This design comes from an exercise in tuning for small area and a short achievable clock period on the open sky130 flow, not from production work.
Only simulation tests tie the RTL to the original design; equivalence was not proved.
Power and IR drop assume default switching activity.

## design/flow/design.v

```verilog
`default_nettype none
package fft_types_pkg;
	localparam int SAMPLE_W = 16;
	typedef logic signed [SAMPLE_W-1:0] sample_t;
	localparam int ACC_W = 32;
	typedef logic signed [ACC_W-1:0] acc_t;
	localparam int MAX_LOG2_POINTS = 4;
	localparam int MIN_LOG2_POINTS = 2;
	localparam logic CAP_IDLE = 1'b0;
	localparam logic CAP_COLLECT = 1'b1;
endpackage
`default_nettype wire
`default_nettype none
package fft_twiddle_pkg;
	localparam int FRAC_BITS = 13;
	localparam int TWIDDLE_COUNT = 8;
	localparam logic [16*TWIDDLE_COUNT-1:0] TWIDDLE_RE = {
		16'hE270,
		16'hE95F,
		16'hF3C1,
		16'h0000,
		16'h0C3F,
		16'h16A1,
		16'h1D90,
		16'h2000
	};
	localparam logic [16*TWIDDLE_COUNT-1:0] TWIDDLE_IM = {
		16'hF3C1,
		16'hE95F,
		16'hE270,
		16'hE000,
		16'hE270,
		16'hE95F,
		16'hF3C1,
		16'h0000
	};
endpackage
`default_nettype wire
`default_nettype none
module fft_top (
	input wire clk,
	input wire rst_n,
	input wire stb,
	input wire sop_in,
	input wire [15:0] x_re,
	input wire [15:0] x_im,
	output wire valid_out,
	output wire sop_out,
	output wire [15:0] y_re,
	output wire [15:0] y_im
);
	reg coll;
	reg [2:0] m;
	reg xv;
	reg [2:0] xm;
	reg [12:1] ph;
	reg vo, so;
	wire [2:0] idx = coll ? m : 3'd0;
	wire acc = stb & (coll | sop_in);
	wire ph0 = xv & (xm == 3'd7);
	always @(posedge clk or negedge rst_n) begin
		if (!rst_n) begin
			coll <= 1'b0;
			m <= 3'd0;
			xv <= 1'b0;
			xm <= 3'd0;
			ph <= 12'd0;
			vo <= 1'b0;
			so <= 1'b0;
		end else begin
			xv <= acc;
			xm <= idx;
			if (acc) begin
				coll <= (idx != 3'd7);
				m <= idx + 3'd1;
			end
			ph <= {ph[11:1], ph0};
			vo <= |ph[12:5];
			so <= ph[5];
		end
	end
	reg [7:1] pc;
	reg p0c, lsc, x2c, hec;
	always @(posedge clk) begin
		pc <= {ph[6:1], ph0};
		p0c <= acc & (idx == 3'd7);
		lsc <= acc | ph0;
		x2c <= idx[2];
		hec <= acc & idx[2] & ~(idx[1] & idx[0]);
	end
	assign valid_out = vo;
	assign sop_out = so;
	reg [15:0] xr, xi;
	always @(posedge clk) begin
		xr <= x_re;
		xi <= x_im;
	end
	reg [63:0] lo_r, lo_i;
	reg [47:0] hi_r, hi_i;
	reg [15:0] p1r, p1i, f1r, f1i;
	reg w2;
	wire lo_sh = lsc;
	wire bq = p0c | pc[1] | pc[2] | pc[3];
	wire sp_h1 = p0c;
	wire sp_h2 = pc[3];
	wire sp_l2 = lo_sh & ~bq;
	wire sp_l3 = ~(sp_h1 | sp_h2 | sp_l2);
	wire sf_b = p0c;
	wire sf_l = pc[1] | pc[2];
	wire sf_h = pc[3];
	wire sf_x = ~bq;
	always @(posedge clk) begin
		p1r <= ({16{sp_h1}} & hi_r[16 +: 16]) | ({16{sp_h2}} & hi_r[32 +: 16]) |
			({16{sp_l2}} & lo_r[32 +: 16]) | ({16{sp_l3}} & lo_r[48 +: 16]);
		p1i <= ({16{sp_h1}} & hi_i[16 +: 16]) | ({16{sp_h2}} & hi_i[32 +: 16]) |
			({16{sp_l2}} & lo_i[32 +: 16]) | ({16{sp_l3}} & lo_i[48 +: 16]);
		f1r <= ({16{sf_b}} & b1i) | ({16{sf_l}} & lo_r[16 +: 16]) |
			({16{sf_h}} & hi_i[0 +: 16]) | ({16{sf_x}} & x_re);
		f1i <= ({16{sf_b}} & ~b1r) | ({16{sf_l}} & lo_i[16 +: 16]) |
			({16{sf_h}} & ~hi_r[0 +: 16]) | ({16{sf_x}} & x_im);
		w2 <= ph0 | ph[3];
	end
	wire [16:0] sr = {p1r[15], p1r} + {f1r[15], f1r};
	wire [17:0] drx = {p1r[15], p1r, 1'b1} + {~f1r[15], ~f1r, 1'b1};
	wire [17:0] six = {p1i[15], p1i, 1'b1} + {f1i[15], f1i, w2};
	wire [17:0] dix = {p1i[15], p1i, 1'b1} + {~f1i[15], ~f1i, ~w2};
	wire [16:0] dr = drx[17:1];
	wire [16:0] si = six[17:1];
	wire [16:0] di = dix[17:1];
	wire [15:0] a1r = {sr[16], sr[14:0]};
	wire [15:0] b1r = {dr[16], dr[14:0]};
	wire [15:0] a1i = {si[16], si[14:0]};
	wire [15:0] b1i = {di[16], di[14:0]};
	always @(posedge clk) begin
		if (lo_sh) begin
			lo_r <= {lo_r[47:0], x2c ? a1r : xr};
			lo_i <= {lo_i[47:0], x2c ? a1i : xi};
		end
	end
	always @(posedge clk) begin
		if (hec) begin
			hi_r <= {hi_r[31:0], b1r};
			hi_i <= {hi_i[31:0], b1i};
		end
	end
	reg [31:0] al_r, al_i;
	reg [63:0] bl_r, bl_i;
	always @(posedge clk) begin
		al_r <= {al_r[15:0], a1r};
		al_i <= {al_i[15:0], a1i};
	end
	wire t2 = pc[2];
	wire t3 = pc[3];
	wire t4 = pc[4];
	wire t5 = pc[5];
	wire [15:0] tqr = ({16{t2}} & al_r[0 +: 16]) | ({16{t3}} & ~al_r[16 +: 16]) |
		({16{t4}} & bl_r[32 +: 16]) | ({16{t5}} & ~bl_r[48 +: 16]);
	wire [15:0] tqi = ({16{t2}} & al_i[0 +: 16]) | ({16{t3}} & al_i[16 +: 16]) |
		({16{t4}} & bl_i[32 +: 16]) | ({16{t5}} & bl_i[48 +: 16]);
	reg [16:0] tx;
	wire [17:0] txs = {tqi[15], tqi, 1'b1} + {tqr[15], tqr, t3 | t5};
	always @(posedge clk) begin
		tx <= txs[17:1];
	end
	wire [20:0] ex = {{4{tx[16]}}, tx};
	wire [24:0] ey = {{8{tx[16]}}, tx};
	reg [20:0] m11;
	reg [24:0] m161;
	reg mn;
	always @(posedge clk) begin
		m11 <= (ex << 3) + (ex << 1) + ex;
		m161 <= (ey << 7) + (ey << 5) + ey;
		mn <= |tx[12:0];
	end
	wire [29:0] mp = {m11[20], m11, 9'd0} + {{5{m161[24]}}, m161};
	wire [16:0] fx = mp[29:13];
	reg [16:0] hf;
	reg hn;
	always @(posedge clk) begin
		hf <= fx;
		hn <= mn;
	end
	reg [15:0] p2r, p2i;
	reg [16:0] f2r, f2i;
	reg crb, cia, cib;
	reg cc;
	wire c4 = pc[4];
	wire c5 = pc[5];
	wire c6 = pc[6];
	wire c7 = pc[7];
	always @(posedge clk) begin
		p2r <= ({16{c4}} & al_r[16 +: 16]) | ({16{c5}} & al_r[0 +: 16]) |
			({16{c6}} & bl_r[48 +: 16]) | ({16{c7}} & bl_r[32 +: 16]);
		p2i <= ({16{c4}} & al_i[16 +: 16]) | ({16{c5}} & al_i[0 +: 16]) |
			({16{c6}} & bl_i[48 +: 16]) | ({16{c7}} & bl_i[32 +: 16]);
		f2r <= ({17{c4}} & {al_r[15], al_r[0 +: 16]}) | ({17{c5}} & hf) |
			({17{c6}} & {bl_i[47], bl_i[32 +: 16]}) | ({17{c7}} & fx);
		f2i <= ({17{c4}} & {al_i[15], al_i[0 +: 16]}) | ({17{c5}} & fx) |
			({17{c6}} & ~{bl_r[47], bl_r[32 +: 16]}) | ({17{c7}} & ~hf);
		crb <= c4 | c6 | (c5 & ~hn) | (c7 & ~mn);
		cia <= c6 | (c7 & ~hn);
		cib <= c4 | (c5 & ~mn);
		cc <= pc[4] | pc[5] | pc[6] | pc[7];
	end
	wire [17:0] e2r = {{2{p2r[15]}}, p2r};
	wire [17:0] e2i = {{2{p2i[15]}}, p2i};
	wire [17:0] g2r = {f2r[16], f2r};
	wire [17:0] g2i = {f2i[16], f2i};
	wire [17:0] ar = e2r + g2r;
	wire [18:0] brx = {e2r, 1'b1} + {~g2r, crb};
	wire [18:0] aix = {e2i, 1'b1} + {g2i, cia};
	wire [18:0] bix = {e2i, 1'b1} + {~g2i, cib};
	wire [17:0] br = brx[18:1];
	wire [17:0] ai = aix[18:1];
	wire [17:0] bi = bix[18:1];
	always @(posedge clk) begin
		bl_r <= {bl_r[47:0], cc ? {br[17], br[14:0]} : b1r};
		bl_i <= {bl_i[47:0], cc ? {bi[17], bi[14:0]} : b1i};
	end
	reg [15:0] yr, yi;
	always @(posedge clk) begin
		yr <= cc ? {ar[17], ar[14:0]} : bl_r[48 +: 16];
		yi <= cc ? {ai[17], ai[14:0]} : bl_i[48 +: 16];
	end
	assign y_re = yr;
	assign y_im = yi;
endmodule
`default_nettype wire
```

## design/flow/run.sh

```bash
#!/bin/bash
# synth_recipe.tcl (not shown) runs the flow's synth.tcl, then flattens the netlist and writes it again
# the make line also repeats each setting of config.mk as NAME=value (left out here)
make -C /OpenROAD-flow-scripts/flow DESIGN_CONFIG=/design/flow/config.mk WORK_HOME=/design/flow/orfs CLKGATE_MAP_FILE= SYNTH_SCRIPT=/design/flow/synth_recipe.tcl finish
```

## design/flow/config.mk

```make
export PLATFORM = sky130hd
export DESIGN_NAME = fft_top
export DESIGN_NICKNAME = fft_top
export VERILOG_FILES = /design/flow/design.v
export SDC_FILE = /design/flow/constraint.sdc
export NUM_CORES = 4
export LEC_CHECK = 0
export CAP_MARGIN = 20
export CORE_MARGIN = 2
export CORE_UTILIZATION = 50
export CTS_CLUSTER_DIAMETER = 100
export CTS_CLUSTER_SIZE = 24
export SETUP_SLACK_MARGIN = 5
export SLEW_MARGIN = 20
```

## design/flow/constraint.sdc

```tcl
create_clock -name core_clock -period 8.0 [get_ports {clk}]
set_input_delay 1.6000 -clock core_clock [delete_from_list [all_inputs] [get_ports {clk}]]
set_output_delay 1.6000 -clock core_clock [all_outputs]
set_load 0.01 [all_outputs]
```

==> run notes, run 1 <==
Outcome
The flow ran to the end and the layout has no timing, DRC or antenna violations.

Timing
The worst setup skew after layout is approximately 0.022 ns. Setup repair after global routing could not meet its margin everywhere. For this run, the top clock speed supported by timing is around 330 MHz.

The hold violation total from the final report is 0. The final critical-path required period is 2.997 ns. The total of endpoints with negative setup slack in the final report is 0. The final hold slack is 0.3214 ns. The sum of negative setup slack is 0 ns. For the pin with the worst max-slew slack, the measured transition is 1.018 ns. Dividing the final minimum period by the clock period gives 0.3746.

The number of pins with negative max-slew slack in the final report is 0. In this run the tightest slew margin relative to its limit is 0.3208.

Synth
The main combinational cell family by area after synthesis is compound AO/OA/AOI/OAI gates. The basic-gate share of the synthesized area counting and, or, nand and nor cells is 0.08157. The synthesized netlist net count is around 3000. Among all flip-flop cells after synthesis, the most frequent one is dfxtp_1. For this run, the register share of the synthesized area comes to 0.5455. The parity-gate share of the synthesized area counting xor and xnor cells is 0.04532.

The area fraction in compound gates after synthesis is 0.1651. Of the total synthesized cell area, the portion taken by full adders, half adders and majority gates is 0.1072. The multiplexer area fraction after synthesis is 0.01702. The register bit total from synthesis is a little over 700. The number of warnings issued by yosys is 1.

The number of synthesized flops with an enable pin is about 220. The area of the mapped netlist is slightly above 0.03 mm². Synthesis handed over a netlist of approximately 2800 instances. The number of different library cells used by synthesis comes to 77. The share of synthesized flip-flops with an asynchronous set or reset is 0.02917.

Each instance of the synthesized netlist takes up on average 11.13 µm².

Power and ir drop
The power density of the placed cells is between 400 and 500 mW/mm². VDD sags by at most 0.0002082 V. The analysis attributes to cell leakage a power of 14.27 nW.

Floorplan
The height of the chip is around 250 µm. The total die area is 0.06345 mm². Row generation in the floorplan step produced 90 rows. The area of the core region is 0.06058 mm². The die is 251.9 µm wide. The initial cell density of the core is 0.5072. The boundary pin count is 70.

Setup path
The slowest cell on the critical path is dfxtp_4. The worst setup path is launched from a flip-flop. On the critical path the largest part of the delay comes from compound AO/OA/AOI/OAI gates. Walking the worst path, the cells encountered are buf_16 > a22oi_1 > nand2_1 > inv_1 > fa_1 > nor2b_1 > o2111ai_2 > nand4_1 > a31o_4 > a2111oi_4 > o31a_1 > nand2_1 > o211ai_1. The worst setup path is captured at a flip-flop.

The arrival time at the worst endpoint is 3.46 ns. By startpoint and endpoint, the worst setup path is classified as flip-flop to flip-flop. The most numerous cell type found on the critical path is nand2_1. The number of buffers and inverters on the critical path is 2. Along the worst path, the maximum fanout reaches 24.

STA puts the critical path data required time at 8.46 ns. The largest single stage delay on the critical path is 0.49 ns. The flop-to-flop setup slack is 5.00 ns.

Routing
In the final routed layout, each cell accounts on average for 22.38 µm. For this run, design rule violations remaining after detail routing come to 0. The final layout contains routed wiring with a total length of about 80000 µm. The first TritonRoute pass finished after 8 iterations.

The routed layout has around 21000 vias. The detailed router's first-iteration violation count is 1952. The detailed-route vias per instance is 5.882. The final antenna-violating net count is 0.

Final layout
The net count of the finished layout is 3074. The number of antenna cells inserted is 0. Measured on the finished design, the core utilization comes to 0.5633. The library cells used most frequently in the layout, excluding fill and tap cells, are dfxtp_1, nand2_1, edfxtp_1. The final cell count without fillers is ~3600. The area growth from synthesis to final layout is 11.07%.

Of the cells placed in the final design, the portion with a size suffix greater than 1 is 0.08930. Leaving out fill and tap cells, the most frequent cell in the layout is dfxtp_1.

Global routing
The most heavily used metal layer in global routing is met2. The via count of the first global-routing pass was between 20000 and 25000. Across every metal layer, demand over resource in global routing totals 0.2455. The number of antenna violations at the first check in global routing is 3. The first global-routing pass estimated 120000 µm of wire. The pin count of the biggest net entering global routing is 96.

The met1 capacity usage during global routing is 0.3440. In the global route stage, met2 resource usage came out at 0.3967. The overall overflow remaining after global route is 0.

For this run, global-route usage on met3 was measured as 0.02796.

Min path
The worst hold-check path type is flip-flop to flip-flop.

Place
After legalization and detailed placement, the total HPWL measured 55760 µm. The final RePlAce weighted congestion is between 0.8 and 0.9. Once placement completed, the tool counted placed cells totaling ~3500. The number of buffers added on ports is 69.

Clock tree
Buffers inserted to repair hold after CTS numbered 0. The total clock buffers created by CTS is 37. The clock passes through at most 3 buffers. The post-CTS clock slew at the launch and capture registers of the worst setup and hold paths is ~0.1 ns. The clock tree from TritonCTS is done. The clock reaches the later pin of the worst-skew pair after 0.60 ns. The number of sinks driven by the clock tree is 720. The tree is rooted in a clkbuf_16. The H-tree generated during clock tree synthesis spans 2 levels.

Job
The number of maximum-capacitance constraint violations is 0.
-- power breakdown --
group	internal, mW	leakage, nW	total [mW]	switching, mW
Clock	0.928	0.535	2.12	1.19
Sequential	5.50	6.39	6.44	0.945
Combinational	2.83	7.35	7.41	4.58
Total	9.26	14.3	16.0	6.72
-- worst reg2reg max path, cell delays in order, from the launching register on --
cell	delay, ns
dfxtp_4	0.49
buf_16	0.22
a22oi_1	0.12
nand2_1	0.13
inv_1	0.08
fa_1	0.44
nor2b_1	0.23
o2111ai_2	0.19
nand4_1	0.18
a31o_4	0.20
a2111oi_4	0.08
o31a_1	0.35
nand2_1	0.07
o211ai_1	0.09
-- stage by stage --
stage               power, mW  instance area [µm²]  setup WS [ns]
detailed placement      13.53                32120          4.351
global route            16.97                34130          4.880
CTS                     15.76                33450          4.984
finish                  15.98                34130          5.003
floorplan               10.87                30740          5.005
global placement        13.42                32120          4.384
-- cells in the mapped netlist (all sizes together) (17+ instances only) --
master    n  area, µm²
nor3     30      155.1
xnor2   120       1051
o21bai   35      262.8
edfxtp  224       6726
dfxtp   475       9509
clkbuf   98      367.9
xor2     39      341.6
buf      22      91.34
nand2   257      964.7
o21ai   114      570.6
a221o    55      550.5
o22ai    19      118.9
nor2    137      514.2
inv     189      709.4
a21o     44      330.3
o21a     20      150.1
ha      204       2552
mux2     42      473.0
a22oi   100      755.7
fa       37      740.7
nor2b    22      137.6
nand3    17      85.08
a21oi   164      824.5
dfrtp    21      525.5
a222oi   47      470.5
a31oi    21      131.4
-- registers in the layout (all words and copies together), names as in the netlist, 17 cells and up --
signal	cells
tx	17
f2r	17
al_r	32
bl_r	64
hi_r	48
lo_i	64
lo_r	64
hi_i	48
m11	20
m161	17
hf	17
al_i	32
f2i	17
bl_i	64
-- cell families after synthesis --
kind of cell,Yosys count
adder cells (fa/ha/maj),241
AO/OA/AOI/OAI,721
AND/OR/NAND/NOR,561
multiplexers,47
flip-flops,720
buffers and inverters,311
XOR/XNOR,159
-- routing by layer --
metal	wire length [µm]	up-vias
met5	0	-
met4	2493	0
met3	4124	122
met2	37680	647
met1	36340	10460
li1	-	9964
-- area by class of cell --
class	instances	area (µm²)
Sequential cell	720	16830
Timing Repair Buffer	118	1141
Multi-Input combinational cell	1729	13340
Clock buffer	58	1047
Tap cell	782	978.4
Fill cell	5182	26460
Inverter	191	723.2
Clock inverter	6	67.56
-- path summary, 6_finish.rpt --
| path | cells past startpoint | end | start |
|---|---|---|---|
| hold reg to reg | 0 | bl_r[34]$_DFF_P_ | bl_r[18]$_DFF_P_ |
| setup / recovery | 13 | tx[15]$_DFF_P_ | pc[5]$_DFF_P_ |
| setup reg to reg | 13 | tx[15]$_DFF_P_ | pc[5]$_DFF_P_ |
| hold / removal | 0 | bl_r[34]$_DFF_P_ | bl_r[18]$_DFF_P_ |
| max in group asynchronous | 1 | ph[10]$_DFF_PN0_ | rst_n |
| min in group asynchronous | 1 | m[1]$_DFFE_PN0P_ | rst_n |
-- repair_timing --
item,in CTS,in global routing
setup endpoints to repair,87,58
gates cloned,0,3
pin swaps,7,20
gates resized for setup,94,79
setup buffers,6,21
==> inputs of run 2 (changes only) <==
--- a/design/flow/config.mk
+++ b/design/flow/config.mk
@@ -9,5 +9,5 @@
 export CORE_MARGIN = 2
-export CORE_UTILIZATION = 50
+export CORE_UTILIZATION = 40
 export CTS_CLUSTER_DIAMETER = 100
-export CTS_CLUSTER_SIZE = 24
+export CTS_CLUSTER_SIZE = 26
 export SETUP_SLACK_MARGIN = 5
==> run notes, run 2 <==
Timing
In this run the tightest slew margin relative to its limit is 0.3655. Counting I/O delays and the setup requirement, the final critical path takes between 2 and 3 ns. The hold violation total from the final report is 0. The number of pins with negative max-slew slack in the final report is 0.

The worst setup skew after layout is 0.02869 ns. The total of endpoints with negative setup slack in the final report is 0. Summed over all failing endpoints, the final setup total negative slack is 0 ns. Derived from the worst setup path, the maximum achievable clock frequency is 336.5 MHz. The final cycle utilization of the critical path is 0.3715.

Setup repair after global routing could not meet its margin everywhere. At the pin with the least slew margin, the transition time is 0.9518 ns.

Setup path
The required time reported for the critical path endpoint is 8.35 ns. STA classifies the critical path endpoint as a flip-flop. The critical path launch point type is a flip-flop. For the worst setup path, the data arrival time is about 3.3 ns. In this run the worst path has a maximum fanout of 7. The worst setup path is of the flip-flop to flip-flop kind.

Synth
The distinct cell type count after synthesis is 77. The sequential share of the synthesized area is 0.5455. The register bit total from synthesis is 720. The gate count of the mapped netlist is 2760. Sorting the synthesized cells by area gives the leading types as dfxtp_1, edfxtp_1, ha_1, xnor2_1, nand2_1. Of all flip-flops after synthesis, the portion carrying an async set or reset was 0.02917.

The number of warnings issued by yosys is 1. After synthesis, the most frequently instantiated cells are dfxtp_1, nand2_1, edfxtp_1, ha_1, inv_1. The mean post-synth cell area is 11.13 µm². In this run, synthesis inferred 224 flip-flops with an integrated enable. The synthesized netlist net count is 3037. The most common cell in the synthesized netlist is dfxtp_1. In the synthesized netlist the dominant register cell turns out to be dfxtp_1.

The synthesized netlist occupies a cell area of 0.03073 mm². The post-synthesis cell type with the largest combined area is dfxtp_1. Of the post-synthesis cell area, the dominant cell type holds 0.3095.

Final layout
Leaving out fill and tap cells, the most frequent cells in the layout are dfxtp_1, nand2_1, edfxtp_1. For this run, the post-layout net count is 3073. From synthesis to final layout, the design area changed by 11.74%. Of the cells placed in the final design, the portion with a size suffix greater than 1 is 0.09120.

The commonest non-fill, non-tap cell in the layout is dfxtp_1. The post-route standard cell area excluding fillers is 0.03433 mm².

Floorplan
The total die area is 0.07905 mm². For this design the top-level I/O count stands at 70. The area of the core region is between 0.07 and 0.08 mm².

The height of the chip is between 200 and 300 µm. The initial cell density of the core is 0.4046. The width of the chip is ~280 µm.

The number of rows created at floorplan is 101.

Power and ir drop
VDD sags by at most 0.0002406 V. The switching power share of the total is 0.4218. The portion of total power attributed to the clock network is 0.127. Power spread over the standard cell area amounts to 461.8 mW/mm².

The share of total power dissipated in sequential elements is 0.410. Internal power comes to 9.167 mW. The leakage power figure is 14.23 nW. The net load switching power is around 6.7 mW. The combinational group share of total power is 0.463.

Min path
The worst hold path belongs to the class flip-flop to flip-flop.

Clock tree
The clock tree root driver cell is clkbuf_16. The total clock buffers created by CTS is 34. The clock tree from TritonCTS is done. The number of sinks driven by the clock tree is 720. In this run the number of H-tree levels came out at 2.

The post-CTS clock slew at the launch and capture registers of the worst setup and hold paths is roughly 0.1 ns. The clock insertion delay at the later pin of the skew report is between 0.5 and 0.6 ns. The clock passes through at most 3 buffers. After clock tree synthesis, the flow added hold-fix buffers numbering 0.

Place
The placed wire-length estimate is around 56000 µm. The instance area at placement is 0.03244 mm². The number of buffers added on ports is between 60 and 70.

The final RePlAce weighted congestion is about 0.91.

Job
The number of maximum-capacitance constraint violations is 0.

Routing
The first detailed-routing pass ran for 8 iterations. The first routing iteration left a little over 2000 violations. The count of unresolved DRC violations after routing is 0. Dividing the detail-routed wire length by the instance count gives 20.88 µm. The routed layout has 21070 vias.

The total wire length is 80410 µm. The final antenna-violating net count is 0. The detailed-route vias per instance is 5.474.

Global routing
The via count of the first global-routing pass is 20810. For this run the aggregate overflow at the end of global routing stands at 0. The number of antenna violations at the first check in global routing is 0. Entering global routing, the biggest net connects 81 pins. The first global-routing pass estimated ~120000 µm of wire. The global-route usage over all layers is 0.1987.

Outcome
The flow ran to the end and the layout has no timing, DRC or antenna violations.
-- run 2: cell counts after synthesis --
Identical to the previous run, type by type.
-- run 2: area by class of cell --
| cell class | instances | area [µm²] |
|---|---|---|
| Antenna cell | 2 | 5.005 |
| Clock buffer | 53 | 942.2 |
| Clock inverter | 5 | 72.57 |
| Fill cell | 6958 | 41620 |
| Inverter | 191 | 720.7 |
| Multi-Input combinational cell | 1729 | 13290 |
| Sequential cell | 720 | 16840 |
| Tap cell | 1030 | 1289 |
| Timing Repair Buffer | 120 | 1176 |
-- run 2: through the flow --
step	utilization	power, mW	worst slack, ns	std cells	hold WS (ns)
final	0.4520	15.85	5.028	3850	0.3304
after detailed placement	0.4271	13.54	4.351	3759	0.3121
after floorplan	-	10.87	5.005	2760	0.3096
after global placement	0.4271	13.42	4.419	3759	0.3100
after global routing	0.4520	16.86	4.890	3848	0.3368
after CTS	0.4434	15.64	4.925	3824	0.3311
-- run 2: repair_timing --
item,in CTS,in global routing
pin swaps,6,25
gates resized for setup,86,95
buffers inserted,6,21
hold endpoints to repair,0,0
cloned,1,3
setup endpoints to repair,105,67
-- run 2: power by group through the flow --
| stage | Combinational [mW] | Sequential, mW | Clock (mW) |
|---|---|---|---|
| 3_3_place_gp | 6.89 | 6.53 | 0 |
| 3_5_place_dp | 6.97 | 6.58 | 0 |
| 4_1_cts | 7.05 | 6.51 | 2.08 |
| 6_report | 7.34 | 6.50 | 2.02 |
| 5_1_grt | 8.00 | 6.66 | 2.20 |
| 2_1_floorplan | 4.66 | 6.21 | 0 |
-- run 2: kinds of logic (layout without fill, tap and decap cells) --
| family | Yosys count | after routing | synth area share |
|---|---|---|---|
| other | 0 | 2 | 0 |
| adder cells (fa/ha/maj) | 241 | 241 | 0.1072 |
| flip-flops | 720 | 720 | 0.5455 |
| AO/OA/AOI/OAI | 721 | 721 | 0.1651 |
| AND/OR/NAND/NOR | 561 | 561 | 0.08157 |
| multiplexers | 47 | 47 | 0.01702 |
| buffers and inverters | 311 | 369 | 0.03828 |
| XOR/XNOR | 159 | 159 | 0.04532 |
-- run 2: worst paths after layout --
kind / start / to / slack, ns / depth (start not counted)
hold / removal: bl_r[6]$_DFF_P_ / bl_r[22]$_DFF_P_ / 0.33 / 0
max in group asynchronous: rst_n / ph[11]$_DFF_PN0_ / 5.94 / 1
setup / recovery: f1i[1]$_DFF_P_ / lo_i[15]$_DFFE_PP_ / 5.03 / 10
setup reg to reg: f1i[1]$_DFF_P_ / lo_i[15]$_DFFE_PP_ / 5.03 / 10
min in group asynchronous: rst_n / m[1]$_DFFE_PN0P_ / 1.50 / 1
hold reg to reg: bl_r[6]$_DFF_P_ / bl_r[22]$_DFF_P_ / 0.33 / 0
-- run 2: critical path, stage by stage (launching register included) --
cell     delay (ns)
dfxtp_1        0.34
inv_1          0.04
ha_1           0.37
or3b_1         0.43
a31oi_2        0.37
o31ai_4        0.16
o21ai_1        0.27
o41a_1         0.21
nand2_1        0.07
a22o_1         0.19
mux2_2         0.25
-- run 2: layer usage --
layer / vias to the layer above / routed length [µm] / share of wire / track usage
met5: - / 0 / 0 / 0
met4: 0 / 2607 / 0.032 / 0.07007
met3: 109 / 3761 / 0.047 / 0.02062
met2: 649 / 38770 / 0.48 / 0.3359
met1: 10360 / 35260 / 0.44 / 0.2643
li1: 9952 / - / - / -
==> inputs of run 3 (changes only) <==
--- a/design/flow/config.mk
+++ b/design/flow/config.mk
@@ -10,4 +10,4 @@
 export CORE_UTILIZATION = 40
-export CTS_CLUSTER_DIAMETER = 100
-export CTS_CLUSTER_SIZE = 26
+export CTS_CLUSTER_DIAMETER = 80
+export CTS_CLUSTER_SIZE = 20
 export SETUP_SLACK_MARGIN = 5
==> run notes, run 3 <==
Routing
The average routed wire per standard cell is 20.82 µm. The detailed router finished its first iteration with around 1800 violations. Wire segments on met2 add up to 38630 µm in the final route. The detail route stage leaves a number of antenna-violating nets equal to 0. The total iterations of the first detailed-routing run is 6. The count of unresolved DRC violations after routing is 0. The met1 routed wirelength after detailed routing is 35060 µm. The total wire length is about 80000 µm. In this run the top signal layer used is met4. Detailed routing inserted a total of 21140 vias. The routed length on met3 is 4049 µm. The detailed-route vias per instance is 5.466.

Clock tree
The clock insertion delay at the later pin of the skew report is 0.61 ns. Clock tree synthesis found a total of 720 sinks. Clock-pin slew was measured on the worst setup and hold paths at about 0.08 ns.

The clock tree root driver cell is clkbuf_16. The total clock buffers created by CTS is 44. TritonCTS built the clock tree. The clock tree synthesis step divided the H-tree into 2 levels. The number of hold buffers added after CTS was 0. The deepest clock path buffer count is 3.

Floorplan
The initial cell density of the core is 0.4046. The number of rows created at floorplan is 101. The height of the chip is roughly 280 µm. The width of the chip is 281.2 µm.

The die covers 0.07905 mm². The boundary pin count is 70. The area of the core region is 0.07595 mm².

Global routing
The number of antenna violations at the first check in global routing is 0. The via count of the first global-routing pass is 20900. The pin count of the biggest net entering global routing is 81. The global-route usage over all layers is 0.1997.

The overall overflow remaining after global route is 0. The wire length of the first global-routing pass is 122000 µm.

Power and ir drop
The switching power share of the total is 0.4179. In this run the power density over the cells is 466.8 mW/mm². The portion of total power attributed to the clock network is 0.144. Summed over all cells, the static leakage comes to 14.37 nW. The share of total power dissipated in combinational logic is 0.453.

The internal power of the cells totals approximately 9.4 mW. The maximum VDD drop is around 0.00025 V. The net load switching power is around 6.7 mW. The share of total power dissipated in sequential elements is 0.403.

Final layout
The net count reported at finish is 3084. The area growth from synthesis to final layout is 12.42%. Of the cells placed in the final design, the portion with a size suffix greater than 1 is 0.09379. The commonest non-fill, non-tap cell in the layout is dfxtp_1. The utilization of the core after routing is 0.4548. The top cell types in the final layout, fill and taps aside, are dfxtp_1, nand2_1, edfxtp_1.

Setup path
STA classifies the critical path startpoint as a flip-flop. STA classifies the critical path endpoint as a flip-flop. The peak fanout along the critical path is 5. The category of the critical setup timing path is flip-flop to flip-flop.

The arrival time at the worst endpoint is 3.35 ns. Data on the critical path is required at its endpoint by 8.35 ns.

Timing
The hold violation total from the final report came to 0. After routing, the total negative slack on setup checks comes to 0 ns. After layout, the minimum clock period comes to 2.996 ns. The number of pins with negative max-slew slack in the final report is 0.

The maximum frequency from static timing analysis is ~330 MHz. The final cycle utilization of the critical path is 0.3745. Hold timing on the final database bottoms out at a slack of 0.3182 ns. Setup repair after global routing could not meet its margin everywhere. The headroom to the max-slew limit is 0.3596. The worst setup skew after layout is 0.03902 ns. Setup violations remaining at the end of the flow were counted as 0. The transition time at the pin with the least slew margin is 0.9605 ns.

Synth
The distinct cell type count after synthesis is 77. The share of synthesized flip-flops with an asynchronous set or reset is 0.02917. For this run, the number of Yosys warnings is 1. By count the netlist is led by dfxtp_1, nand2_1, edfxtp_1, ha_1, inv_1. Counting flops with a built-in enable in the synthesized netlist gives about 220. In this run, synthesis produced a sequential element count of 720. The area of the mapped netlist is 0.03073 mm².

The most common cell in the synthesized netlist is dfxtp_1. By area the synthesized netlist is led by dfxtp_1, edfxtp_1, ha_1, xnor2_1, nand2_1. After synthesis, the mean cell area works out to 11.13 µm².

The dominant synthesized flop cell is dfxtp_1. The number of nets handed over by synthesis was a little over 3000. The sequential share of the synthesized area is 0.5455. Of the post-synthesis cell area, the dominant cell type holds 0.3095.

The gate count of the mapped netlist is 2760. The post-synthesis cell type with the largest combined area is dfxtp_1.

Outcome
The run finished with no timing, DRC or antenna violations.

Place
The final RePlAce weighted congestion is 0.9071. The count of buffers added on input and output ports is 69. The HPWL after detailed placement is around 56000 µm.

Job
Max-cap violations in this run came to 0.

Min path
The worst hold-check path type is flip-flop to flip-flop.
[run 3: cell counts after synthesis]
Identical to the previous run, type by type.
[run 3: layer usage]
layer  track usage  vias up
li1              -     9997
met1        0.2654    10370
met2        0.3363      642
met3       0.02170      131
met4       0.07212        0
met5             0        -
[run 3: power by group through the flow]
stage,logic [mW],clock network (mW),registers [mW]
final,7.31,2.32,6.50
after global routing,7.97,2.51,6.66
after CTS,7.04,2.37,6.52
after detailed placement,6.97,0,6.58
after global placement,6.89,0,6.53
after floorplan,4.66,0,6.21
[run 3: kinds of logic (layout without fill, tap and decap cells)]
logic type                 count (synthesis)  in the layout  synth area share
and+or+nand+nor                          561            561           0.08157
buffers and inverters                    311            387           0.03828
muxes                                     47             47           0.01702
other                                      0              1                 0
DFF                                      720            720            0.5455
AOI/OAI and AO/OA                        721            721            0.1651
adders and majority gates                241            241            0.1072
xor gates and xnor gates                 159            159           0.04532
[run 3: final timing paths]
kind,depth (start not counted),slack [ns],startpoint,end
max reg2reg,10,5.00,f1r[8]$_DFF_P_,lo_r[11]$_DFFE_PP_
min reg2reg,0,0.32,bl_r[1]$_DFF_P_,bl_r[17]$_DFF_P_
max,10,5.00,f1r[8]$_DFF_P_,lo_r[11]$_DFFE_PP_
min,0,0.32,bl_r[1]$_DFF_P_,bl_r[17]$_DFF_P_
max in group asynchronous,1,5.91,rst_n,ph[10]$_DFF_PN0_
min in group asynchronous,1,1.50,rst_n,ph[3]$_DFF_PN0_
[run 3: metrics by stage]
| step | total power [mW] | worst slack (ns) | area [µm²] | cells |
|---|---|---|---|---|
| 2_1_floorplan | 10.87 | 5.005 | 30740 | 2760 |
| 3_3_place_gp | 13.42 | 4.419 | 32440 | 3759 |
| 3_5_place_dp | 13.54 | 4.351 | 32440 | 3759 |
| 4_1_cts | 15.93 | 4.937 | 33960 | 3841 |
| 5_1_grt | 17.14 | 4.847 | 34540 | 3866 |
| 6_report | 16.12 | 5.004 | 34540 | 3867 |
[run 3: what timing repair did]
action                                  CTS  global route
resized for setup                        86            80
pin swaps                                 6            22
buffers inserted                          6            23
endpoints found under the setup margin   97            62
gates cloned                              1             2
[run 3: cell type report]
cell class	instances	area, µm²
well taps	1030	1289
fillers	6946	41410
clock buffers	65	1211
multi-input cells	1729	13230
clock inverters	10	88.84
flip-flops and latches	720	16830
repair buffers	121	1165
diodes	1	2.502
inverters	191	720.7
[run 3: critical path, cell delays in order, from the launching register on]
cell       delay, ns
dfxtp_1         0.35
inv_1           0.05
ha_1            0.38
inv_1           0.16
a2111oi_1       0.56
nand2_1         0.15
o221ai_1        0.30
nand2b_1        0.10
a21oi_1         0.19
xnor2_1         0.20
mux2_2          0.31

## separate check: timing with driven ports
The results above use ideal ports. As a check the final layouts listed here were re-extracted and re-timed, cells and wires unchanged.
Step 1 assumes that a clkbuf_16 drives the clock port and a buf_2 every other input.
Step 2 moves the port delays by t, midway between the first and last clock arrival at a register: inputs arrive t later, outputs are due t later. That takes back most of the time a late clock gives input paths.
Slacks: no drivers / after step 1 / after step 2; pairs: no drivers / after step 1.
| run | t (ns) | setup WS [ns] | worst data-port slew with drivers (ns) |
|---|---|---|---|
| run 1 | 0.648 | 5.003 / 5.003 / 4.925 | 0.05 |
| run 2 | 0.648 | 5.028 / 5.028 / 4.874 | 0.04 |
| run 3 | 0.661 | 5.004 / 5.004 / 4.861 | 0.04 |
After both steps setup and hold are still met in every run listed. The setup slack of run 2, which loses most, moves by 0.000 ns with the drivers and by -0.154 ns with both steps.
